Background: an optimization exercise with open tools, aiming at small area, a short achievable clock period and few clock cycles per item. Do not read the settings as production practice. Only simulation tests tie the RTL to the original design; equivalence was not proved.

==> flow/design.v (outline; a module is shown in full before it is edited, if it fits) <==
// module mxu_tree: 896 lines
// module gemv_top: 290 lines
module gemv_top (
    input  logic                      clk,
    input  logic                      rst_n,
    input  logic                      host_wr,
    input  logic                      host_rd,
    input  layerio_mem_pkg::addr_t    host_addr,
    input  layerio_mem_pkg::word_t    host_wdata,
    output logic                      host_ready,
    output layerio_mem_pkg::word_t    host_rdata,
    output logic                      host_rvalid,
    input  logic                      start,
    input  layerio_mem_pkg::addr_t    a_addr,
    input  layerio_mem_pkg::addr_t    w_addr,
    input  layerio_mem_pkg::addr_t    q_addr,
    input  gemv_arith_pkg::tiles_m1_t n_tiles_m1,
    input  gemv_arith_pkg::shift_t    shift,
    input  logic                      relu,
    output logic                      busy,
    output logic                      done
);
  // ...
==> flow/run.sh <==
#!/bin/bash
# synth_recipe.tcl (not shown) runs the flow's synth.tcl, then flattens the netlist and writes it again
# the make line also repeats each setting of config.mk as NAME=value (left out here)
make -C /OpenROAD-flow-scripts/flow DESIGN_CONFIG=/design/flow/config.mk WORK_HOME=/design/flow/orfs CLKGATE_MAP_FILE= SYNTH_SCRIPT=/design/flow/synth_recipe.tcl finish
==> flow/config.mk <==
export PLATFORM = sky130hd
export DESIGN_NAME = gemv_top
export DESIGN_NICKNAME = gemv_top
export VERILOG_FILES = /design/flow/design.v
export SDC_FILE = /design/flow/constraint.sdc
export NUM_CORES = 4
export LEC_CHECK = 0
export CAP_MARGIN = 40
export CORE_MARGIN = 2
export CORE_UTILIZATION = 35
export PLACE_DENSITY = 0.48
export SETUP_SLACK_MARGIN = 3.5
export SLEW_MARGIN = 20
==> flow/constraint.sdc <==
create_clock -name core_clock -period 9.0 [get_ports {clk}]
set_input_delay 1.8000 -clock core_clock [delete_from_list [all_inputs] [get_ports {clk}]]
set_output_delay 1.8000 -clock core_clock [all_outputs]
set_load 0.01 [all_outputs]
==> metrics.md, run 1 <==
| Metric | Value |
|---|---|
| Number of synthesized flops with an enable pin | 2191 |
| Crit Path Max Fanout | 8 |
| DRC errors left | 0 |
| Met2 Wirelength | 444000 um |
| Leading registers by flop count | mem: 2048 flops, aop_q: 256 flops, wreg: 256 flops |
| Via density per instance | 6.21 |
| Largest net degree at the start of global routing | 91 |
| Dpl ws | 0.523 ns |
| GR peak layer | met2 |
| Top post-synthesis cells by area | edfxtp_1, fa_1, dfxtp_1, and2_1, inv_1 |
| Non-filler cells, final | 26300 |
| Initial antenna violation count | 86 |
| Initial drt markers | 26600 |
| Fraction of area in multi-input gates | 46.6% |
| Status | no timing/DRC/antenna violations |
| Hold WS | 0.382 ns |
| Class of the worst hold path | flop to flop |
| Slew margin rel. | 23.3% |
| Vias in the first global route | 160000 |
| I/O Buffers | 105 |
| Hold Path End | wmask_q[12]$_DFFE_PP_ |
| CTS Buf Count | 356 |
| Mux contribution to synthesized area | 1.13% |
| Initial Util | 35.1% |
| FFs w/ async S/R, synth | 0.392% |
| Area of the multi-input gates | 115000 um2 |
| Cell mode on critical path | buf_4 |
| Cell Area, Synth | 200000 um2 |
| Delay-heaviest family, CP | compound AO/OA/AOI/OAI gates |
| # Taps | 7533 |
| Post-synthesis simple-gate area fraction | 12.4% |
| Buffering overhead | 7.90% |
| Post-synth top flop | edfxtp_1 |
| Minimum clock period | 6.43 ns |
| Post-detailed-route wirelength per cell | 40.7 um |
Testbench counts, summed over its fixed seeds: cycles 379, jobs 128.
==> inputs of run 2 (changes only) <==
==> flow/flow/run.sh (new file) <==
#!/bin/bash
# Layout flow: the standard synthesis, then flow/polarity.py re-chooses
# the polarity of the full adders in its netlist (fewer inverters; registers
# and all other cells untouched), then the standard layout from the
# floorplan on. Each step writes its full output to a log file of its own.
set -euo pipefail
cd "$(dirname "$0")/.."
bash standard.sh synth > synth.log 2>&1
NET=orfs/results/${FLOW_PLATFORM:-sky130hd}/gemv_top/base/1_2_yosys.v
cp "$NET" synth_netlist_before_polarity.v
if ! python3 flow/polarity.py "$NET" > polarity.log 2>&1; then
    echo "polarity pass failed, netlist kept as synthesised" >> polarity.log
    cp synth_netlist_before_polarity.v "$NET"
fi
export MAX_REPAIR_ANTENNAS_ITER_DRT=12
bash standard.sh > layout.log 2>&1
==> flow/flow/polarity.py (new file) <==
#!/usr/bin/env python3
"""Re-choose the polarity of the full adders in a mapped netlist.

A full adder is self-dual: FA(~a, ~b, ~c) = (~sum, ~carry). Yosys's adder
extraction leaves many inverters between adders. This script folds every
inverter into a (net, parity) view, picks per full adder whether it works on
true or inverted signals so that few nets need an inverted copy, and writes
the netlist back with one inverter per net that still needs one. Where an
and2 / nand2 drives only inverted loads, its type is swapped instead.

Registers, ports and all other cells are kept as they are.

usage: polarity.py NETLIST.v   (rewritten in place; prints a summary)
"""
import re
import sys
from collections import defaultdict

OUT_PINS = {"X", "Y", "Q", "Q_N", "SUM", "COUT", "HI", "LO"}
INV_RE = re.compile(r"^sky130_fd_sc_hd__(inv|clkinv)_\d+$")
FA_TYPE = "sky130_fd_sc_hd__fa_1"
SWAP = {"sky130_fd_sc_hd__and2_1": "sky130_fd_sc_hd__nand2_1",
        "sky130_fd_sc_hd__nand2_1": "sky130_fd_sc_hd__and2_1"}

path = sys.argv[1]


def ref(n):
    """Net name as written: an escaped identifier ends with a space."""
    return n + " " if n.startswith("\\") else n


text = open(path).read()

mod_start = text.index("module ")
body_end = text.rindex("endmodule")
header_end = text.index(";", mod_start) + 1

cell_re = re.compile(r"^  (sky130_fd_sc_hd__\w+) +(\S+) +\((.*?)\n  \);\n", re.S | re.M)
pin_re = re.compile(r"\.(\w+)\((.*?)\)(?:,|\s*$)", re.M)

cells = []          # [type, name, [(pin, net)]]
spans = []
for m in cell_re.finditer(text):
    pins = [(p, n.strip()) for p, n in pin_re.findall(m.group(3))]
    cells.append([m.group(1), m.group(2), pins])
    spans.append((m.start(), m.end()))

n_inst = len(re.findall(r"^  sky130_fd_sc_hd__\w+ ", text, re.M))
if n_inst != len(cells):
    sys.exit(f"polarity.py: parsed {len(cells)} of {n_inst} cells, netlist left as it is")

# ports
outputs = set()
inputs = set()
for m in re.finditer(r"^  (input|output)\s+(?:\[(\d+):(\d+)\]\s+)?(\S+);", text, re.M):
    kind, hi, lo, name = m.groups()
    names = [name] if hi is None else [f"{name}[{i}]" for i in range(int(lo), int(hi) + 1)]
    (outputs if kind == "output" else inputs).update(names)

driver = {}
for ci, (typ, name, pins) in enumerate(cells):
    for p, n in pins:
        if p in OUT_PINS:
            driver[n] = (ci, p)

# inverters that fold: output is not a port
fold = set()
for ci, (typ, name, pins) in enumerate(cells):
    if INV_RE.match(typ):
        d = dict(pins)
        if d["Y"] not in outputs:
            fold.add(ci)

base_cache = {}


def base(n):
    """(base net, parity) of net n through folded inverters."""
    if n in base_cache:
        return base_cache[n]
    chain = []
    cur, par = n, 0
    while True:
        dv = driver.get(cur)
        if dv is None or dv[0] not in fold:
            break
        chain.append(cur)
        cur = dict(cells[dv[0]][2])["A"]
        par ^= 1
    res = (cur, par)
    base_cache[n] = res
    return res


# consumers: (cell index, pin index) with its base and parity; ports too
is_fa = [typ == FA_TYPE for typ, _, _ in cells]
cons = defaultdict(list)        # base -> list of (ci or -1 for port, pin idx, parity)
for ci, (typ, name, pins) in enumerate(cells):
    if ci in fold:
        continue
    for pi, (p, n) in enumerate(pins):
        if p in OUT_PINS:
            continue
        b, par = base(n)
        cons[b].append((ci, pi, par))
for o in outputs:
    if o in driver and driver[o][0] not in fold:
        continue
    b, par = base(o)
    if b != o:
        cons[b].append((-1, o, par))

pol = [0] * len(cells)


def drv_pol(b):
    dv = driver.get(b)
    if dv is None:
        return 0
    return pol[dv[0]]


AREA = {"sky130_fd_sc_hd__and2_1": 6.256, "sky130_fd_sc_hd__nand2_1": 3.7536}
INV_AREA = 3.7536


def cost(b):
    """Area this base net adds: an inverter, or the swap of its and2 / nand2."""
    d = drv_pol(b)
    n1 = 0
    lst = cons[b]
    for ci, pi, par in lst:
        p = pol[ci] if ci >= 0 else 0
        n1 += par ^ p ^ d
    if n1 == 0:
        return 0.0
    dv = driver.get(b)
    if dv is not None and n1 == len(lst) and b not in outputs:
        typ = cells[dv[0]][0]
        if typ in SWAP:
            return AREA[SWAP[typ]] - AREA[typ]
    return INV_AREA


def fa_bases(ci):
    s = set()
    for p, n in cells[ci][2]:
        if p in OUT_PINS:
            s.add(n)
        else:
            s.add(base(n)[0])
    return s


fa_list = [ci for ci in range(len(cells)) if is_fa[ci]]
# full adders whose outputs feed ports stay as they are
fixed = set()
for ci in fa_list:
    for p, n in cells[ci][2]:
        if p in OUT_PINS and n in outputs:
            fixed.add(ci)
movable = [ci for ci in fa_list if ci not in fixed]
fab = {ci: list(fa_bases(ci)) for ci in movable}

before = sum(cost(b) for b in list(cons))
# greedy descent, then annealing with a fixed seed, keeping the best
import random
rng = random.Random(1)


def delta(ci):
    bs = fab[ci]
    c0 = sum(cost(b) for b in bs)
    pol[ci] ^= 1
    c1 = sum(cost(b) for b in bs)
    pol[ci] ^= 1
    return c1 - c0


import os
if os.environ.get("POL_NOFLIP"):
    movable = []
cur = before
for it in range(30):
    changed = 0
    for ci in movable:
        dl = delta(ci)
        if dl < -1e-9:
            pol[ci] ^= 1
            cur += dl
            changed += 1
    if not changed:
        break
best = cur
best_pol = list(pol)
T0 = 4.0
steps = 40 * len(movable)
if os.environ.get("POL_NOSWAP"):
    SWAP.clear()
for k in range(steps):
    T = T0 * (1 - k / steps) + 0.01
    ci = movable[rng.randrange(len(movable))]
    dl = delta(ci)
    if dl < 0 or rng.random() < pow(2.718281828, -dl / T):
        pol[ci] ^= 1
        cur += dl
        if cur < best - 1e-9:
            best = cur
            best_pol = list(pol)
pol = best_pol
after = sum(cost(b) for b in list(cons))


def need_inv(b):
    return 1 if cost(b) > 0 else 0


# rebuild connections
newcells = []
newwires = []
swapped = 0
ninv = 0
conn = {}                        # (ci, pi) -> net
port_drv = {}                    # port net -> (source net)
for b, lst in cons.items():
    d = drv_pol(b)
    reqs = [(ci, pi, par ^ (pol[ci] if ci >= 0 else 0) ^ d) for ci, pi, par in lst]
    want_inv = [r for r in reqs if r[2]]
    inv_net = None
    if want_inv:
        dv = driver.get(b)
        if (dv is not None and cells[dv[0]][0] in SWAP and len(want_inv) == len(reqs)
                and b not in outputs):
            cells[dv[0]][0] = SWAP[cells[dv[0]][0]]
            # and2 drives X, nand2 drives Y
            opin = "Y" if cells[dv[0]][0].startswith("sky130_fd_sc_hd__nand") else "X"
            cells[dv[0]][2] = [(opin if p in ("X", "Y") else p, n) for p, n in cells[dv[0]][2]]
            swapped += 1
            reqs = [(ci, pi, 0) for ci, pi, _ in reqs]
        else:
            ninv += 1
            inv_net = f"_pol{ninv}_"
            newwires.append(inv_net)
            newcells.append(f"  sky130_fd_sc_hd__inv_1 _polinv{ninv}_ (\n    .A({ref(b)}),\n    .Y({inv_net})\n  );\n")
    for ci, pi, r in reqs:
        src = inv_net if r else b
        if ci >= 0:
            conn[(ci, pi)] = src
        else:
            port_drv[pi] = src

# ports fed through folded inverters get a buffer from their source
for o, src in port_drv.items():
    if src != o:
        ninv += 1
        newcells.append(f"  sky130_fd_sc_hd__buf_1 _polbuf{ninv}_ (\n    .A({ref(src)}),\n    .X({ref(o)})\n  );\n")

out = [text[:header_end], "\n"]
for w in newwires:
    out.append(f"  wire {w};\n")
pos = header_end
for ci, (s0, s1) in enumerate(spans):
    out.append(text[pos:s0])
    pos = s1
    if ci in fold:
        continue
    typ, name, pins = cells[ci]
    plist = []
    for pi, (p, n) in enumerate(pins):
        plist.append(f"    .{p}({ref(conn.get((ci, pi), n))})")
    out.append(f"  {typ} {name} (\n" + ",\n".join(plist) + "\n  );\n")
out.append(text[pos:body_end])
out.extend(newcells)
out.append(text[body_end:])
open(path, "w").write("".join(out))

nflip = sum(pol[ci] for ci in fa_list)
print(f"inverters folded {len(fold)}, inverter/swap area {before:.0f} -> {after:.0f}, "
      f"full adders flipped {nflip} of {len(fa_list)}, and2/nand2 swapped {swapped}, "
      f"inverters written {ninv}")
==> flow/standard.sh (new file) <==
#!/bin/bash
# synth_recipe.tcl (not shown) runs the flow's synth.tcl, then flattens the netlist and writes it again
# the make line also repeats each setting of config.mk as NAME=value (left out here)
make -C /OpenROAD-flow-scripts/flow DESIGN_CONFIG=/design/flow/config.mk WORK_HOME=/design/flow/orfs CLKGATE_MAP_FILE= SYNTH_SCRIPT=/design/flow/synth_recipe.tcl "${@:-finish}"
removed: flow/run.sh
==> metrics.md, run 2 <==
| Metric | Value |
|---|---|
| Post-Syn Instances | 16000 (was 17100) |
| Status | no timing/DRC/antenna violations (unchanged) |
| Max incr delay on CP | 0.55 ns (was 0.56 ns) |
| First-pass GRT wire length | 1380000 um (was 1430000 um) |
| Antenna viol nets, final | 0 (unchanged) |
| Max cap viols | 0 (unchanged) |
| Reg2Reg Setup Slack | 2.67 ns (was 2.57 ns) |
| Cell mode on critical path | o211ai_1 (was buf_4) |
| Minimum clock period | 6.33 ns (was 6.43 ns) |
| Critical-path top delay cell | a221o_4 (was fa_1) |
| CTS Buf Count | 352 (was 356) |
| Worst r2r path cells | 20 (was 24) |
| Overall Global Routing Usage | 36.0% (about the same) |
| Final Max Slew Viols | 0 (unchanged) |
| Unrepaired setup endpoints after global routing | yes (unchanged) |
| Leading registers by flop count | mem: 2048 flops, aop_q: 256 flops, wreg: 256 flops (unchanged) |
| Syn nets | 18600 (was 19700) |
| # rows | 273 (was 277) |
| Clock net sink count | 3059 (unchanged) |
| Commonest non-fill, non-tap cell in the layout | edfxtp_1 (unchanged) |
| Final instance area | 238000 um2 (was 246000 um2) |
| R2R Path Start | acc_c[0][2]$_DFF_P_ (was acc_s[0][2]$_DFF_P_) |
| Max reg flops | 2048 (unchanged) |
| Initial antenna violation count | 80 (was 86) |
| Clock Tree Buf Depth | 4 (unchanged) |
| Die Area | 559000 um2 (was 576000 um2) |
| Hold Path End | hready_q$_DFF_PN1_ (was wmask_q[12]$_DFFE_PP_) |
| Type of origin of the critical path | flop (unchanged) |
| Initial drt markers | 26500 (was 26600) |
| Cell Area, Synth | 193000 um2 (was 200000 um2) |
| Worst skew pair latency | 1.10 ns (was 1.08 ns) |
| Min-Delay Startpoint | busy_q$_DFF_PN0_ (was mask_q[12]$_DFFE_PP_) |
| Layout cell share with drive strength beyond 1 | 20.7% (about the same) |
| Final setup fails | 0 (unchanged) |
| Period Utilization, post-route | 70.3% (was 71.4%) |
| Register area | 83400 um2 (was 83300 um2) |
| Avg Cell Area, Syn | 12.1 um2 (was 11.7 um2) |
| TritonCTS clock tree | built (unchanged) |
| Setup TNS | 0 ns (unchanged) |
| DP HPWL | 774000 um (was 808000 um) |
| Die Y | 747 um (was 759 um) |
| Peak Freq | 158 MHz (was 156 MHz) |
| Core area | 552000 um2 (was 568000 um2) |
| Largest net degree at the start of global routing | 107 (was 91) |
| Placed Instances | 23600 (was 25100) |
| Via density per instance | 6.42 (was 6.21) |
| Synthesis Warnings | 23 (unchanged) |
| Initial Util | 35.1% (about the same) |
| Critical path type | flop to flop (unchanged) |
| Most frequent cells in the layout | edfxtp_1, fa_1, nand2_1 (was edfxtp_1, fa_1, inv_1) |
| Crit Path Max Fanout | 8 (unchanged) |
| CTS root buffer | clkbuf_16 (unchanged) |
| Worst Setup End Kind | flop (unchanged) |
| Worst-margin pin slew | 1.05 ns (was 1.15 ns) |
| H-tree depth | 5 (unchanged) |
| Reg-to-reg endpoint | aop_q[2][25]$_SDFF_PP0_ (was aop_q[0][2]$_DFF_P_) |
| Layout Skew | 0.141 ns (was 0.148 ns) |
| Slew margin rel. | 29.6% (was 23.3%) |
| Biggest register | mem (unchanged) |
| Fill cells | 51200 (was 53200) |
| Grt total ovfl | 0 (unchanged) |
| Class of the worst hold path | flop to flop (unchanged) |
| WP data required | 9.84 ns (was 9.85 ns) |
| CP arrival | 7.17 ns (was 7.28 ns) |
| Area of the multi-input gates | 112000 um2 (was 115000 um2) |
| Via count | 160000 (was 163000) |
| Non-filler cells, final | 24900 (was 26300) |
| Clock slew seen by the registers of the worst setup and hold paths | 0.06 ns (about the same) |
| WHS Path Cells | 1 (was 0) |
| WL final | 1030000 um (was 1070000 um) |
| I/O Pins | 114 (unchanged) |
| Die Wd | 747 um (was 759 um) |
| Layout Nets | 19800 (was 21100) |
| Critical Path, Cell by Cell | fa_1 -> fa_1 -> ha_4 -> fa_2 -> a211oi_4 -> o21ai_4 -> o21a_1 -> o211ai_1 -> o211ai_1 -> buf_4 -> mux4_2 -> mux4_2 -> or3_4 -> a221o_4 -> o311ai_4 -> buf_6 -> o211ai_1 -> clkbuf_16 -> nor2_4 -> a211oi_1 (was fa_1 -> fa_1 -> ha_4 -> buf_4 -> buf_6 -> a211oi_4 -> o211ai_1 -> buf_4 -> a221oi_4 -> buf_4 -> buf_6 -> o21ai_1 -> xor2_1 -> mux4_2 -> mux4_2 -> or3_4 -> a32o_2 -> mux2i_4 -> clkbuf_16 -> inv_8 -> a221oi_4 -> buf_12 -> a21o_1 -> nand2_1) |
| RePlAce Congestion | 1.10 (was 1.08) |
| Area delta synth->final | 22.9% (was 23.5%) |
| Fin. Hold Viols | 0 (unchanged) |
| DR pass1 iterations | 15 (was 14) |
| I/O Buffers | 105 (unchanged) |
| DRC errors left | 0 (unchanged) |
| Post-detailed-route wirelength per cell | 41.5 um (was 40.7 um) |
| Placed cell areas | 213000 um2 (was 220000 um2) |
| Vias in the first global route | 158000 (was 160000) |
-- run 2: cell count changes in the layout (fill, tap and decap cells not counted), moves of 25 or more --
cell / previous run / this run
clkinv_2: 76 / 50
a211oi_2: 168 / 143
buf_12: 258 / 195
a211oi_1: 88 / 117
nand2_1: 1184 / 1970
inv_1: 1904 / 795
and2_1: 1453 / 719
buf_6: 264 / 191
and2_4: 77 / 40
-- run 2: repair_timing --
action	CTS	global route
cloned	16	1
hold buffers	0	0
setup endpoints to repair	544	551
pin swaps	449	145
setup buffers	398	95
resized for setup	1736	286
-- run 2: layout make-up --
class	instances	share of cell area, %
diodes	50	0.0526
clock buffers	445	4.01
clock inverters	200	0.958
inverters	828	1.35
multi-input cells	11300	47.2
flip-flops and latches	3059	35.1
well taps	7287	3.84
repair buffers	1718	7.51
-- run 2: layer usage --
layer / share of wire [%] / wire length, um / vias up / global-route usage (%)
li1: - / - / 61800 / -
met1: 37 / 384000 / 82600 / 45.0
met2: 41 / 424000 / 12100 / 51.4
met3: 14 / 140000 / 3123 / 14.6
met4: 8.1 / 83200 / 44 / 22.6
met5: 0.12 / 1270 / - / 1.24
-- run 2: worst max-delay path, delay by kind of cell (launching register included) --
kind                       cells  cell delay [ns]
and+or+nand+nor                2             0.53
muxes                          2             1.02
adders and majority gates      4             1.64
DFF                            1             0.36
buffers and inverters          3             0.65
AOI/OAI and AO/OA              9             1.91
-- run 2: how the worst max path moves through the flow --
stage,from,end,cells after the start
6_report,acc_c[0][2]$_DFF_P_,aop_q[2][25]$_SDFF_PP0_,20
5_1_grt,acc_c[0][2]$_DFF_P_,aop_q[2][25]$_SDFF_PP0_,19
4_1_cts,acc_s[0][2]$_DFF_P_,aop_q[4][25]$_SDFF_PP0_,19
3_5_place_dp,w_addr[1],aop_q[0][19]$_DFF_P_,17
3_3_place_gp,w_addr[1],aop_q[4][25]$_SDFF_PP0_,21
2_1_floorplan,w_addr[1],aop_q[0][22]$_DFF_P_,19
-- run 2: through the flow --
step	worst slack, ns	util, %	hold WS (ns)
2_1_floorplan	2.98	-	0.400
3_3_place_gp	-0.0555	38.1	0.401
3_5_place_dp	0.470	38.6	0.405
4_1_cts	2.88	42.6	0.419
5_1_grt	2.53	43.1	0.426
6_report	2.67	43.1	0.407

==> static timing again, ports no longer ideal <==
In the flow no input, the clock included, has a driving cell. The finished layouts below were timed again as built, in two steps. Step 1: set_driving_cell puts a clkbuf_16 on clk and a buf_2 on each other input, an assumption about the parent block. Step 2 moves the port delays by t, midway between the first and last clock arrival at a register: inputs arrive t later, outputs are due t later. That takes back most of the time a late clock gives input paths. Slacks: ideal ports / drivers / drivers and shift; pairs: ideal ports / drivers.
| run | shift t [ns] | setup WS [ns] | hold slack, ns | worst setup path at the end | pins driven straight from the clock port |
|---|---|---|---|---|---|
| run 1 | 1.149 | 2.575 / 2.575 / 1.519 | 0.382 / 0.382 / 0.382 | input to register | 1 |
| run 2 | 1.149 | 2.669 / 2.669 / 1.656 | 0.407 / 0.407 / 0.407 | input to register | 1 |
After both steps setup and hold are still met in every run listed. The setup slack of run 1, which loses most, moves by 0.000 ns with the drivers and by -1.056 ns with both steps.
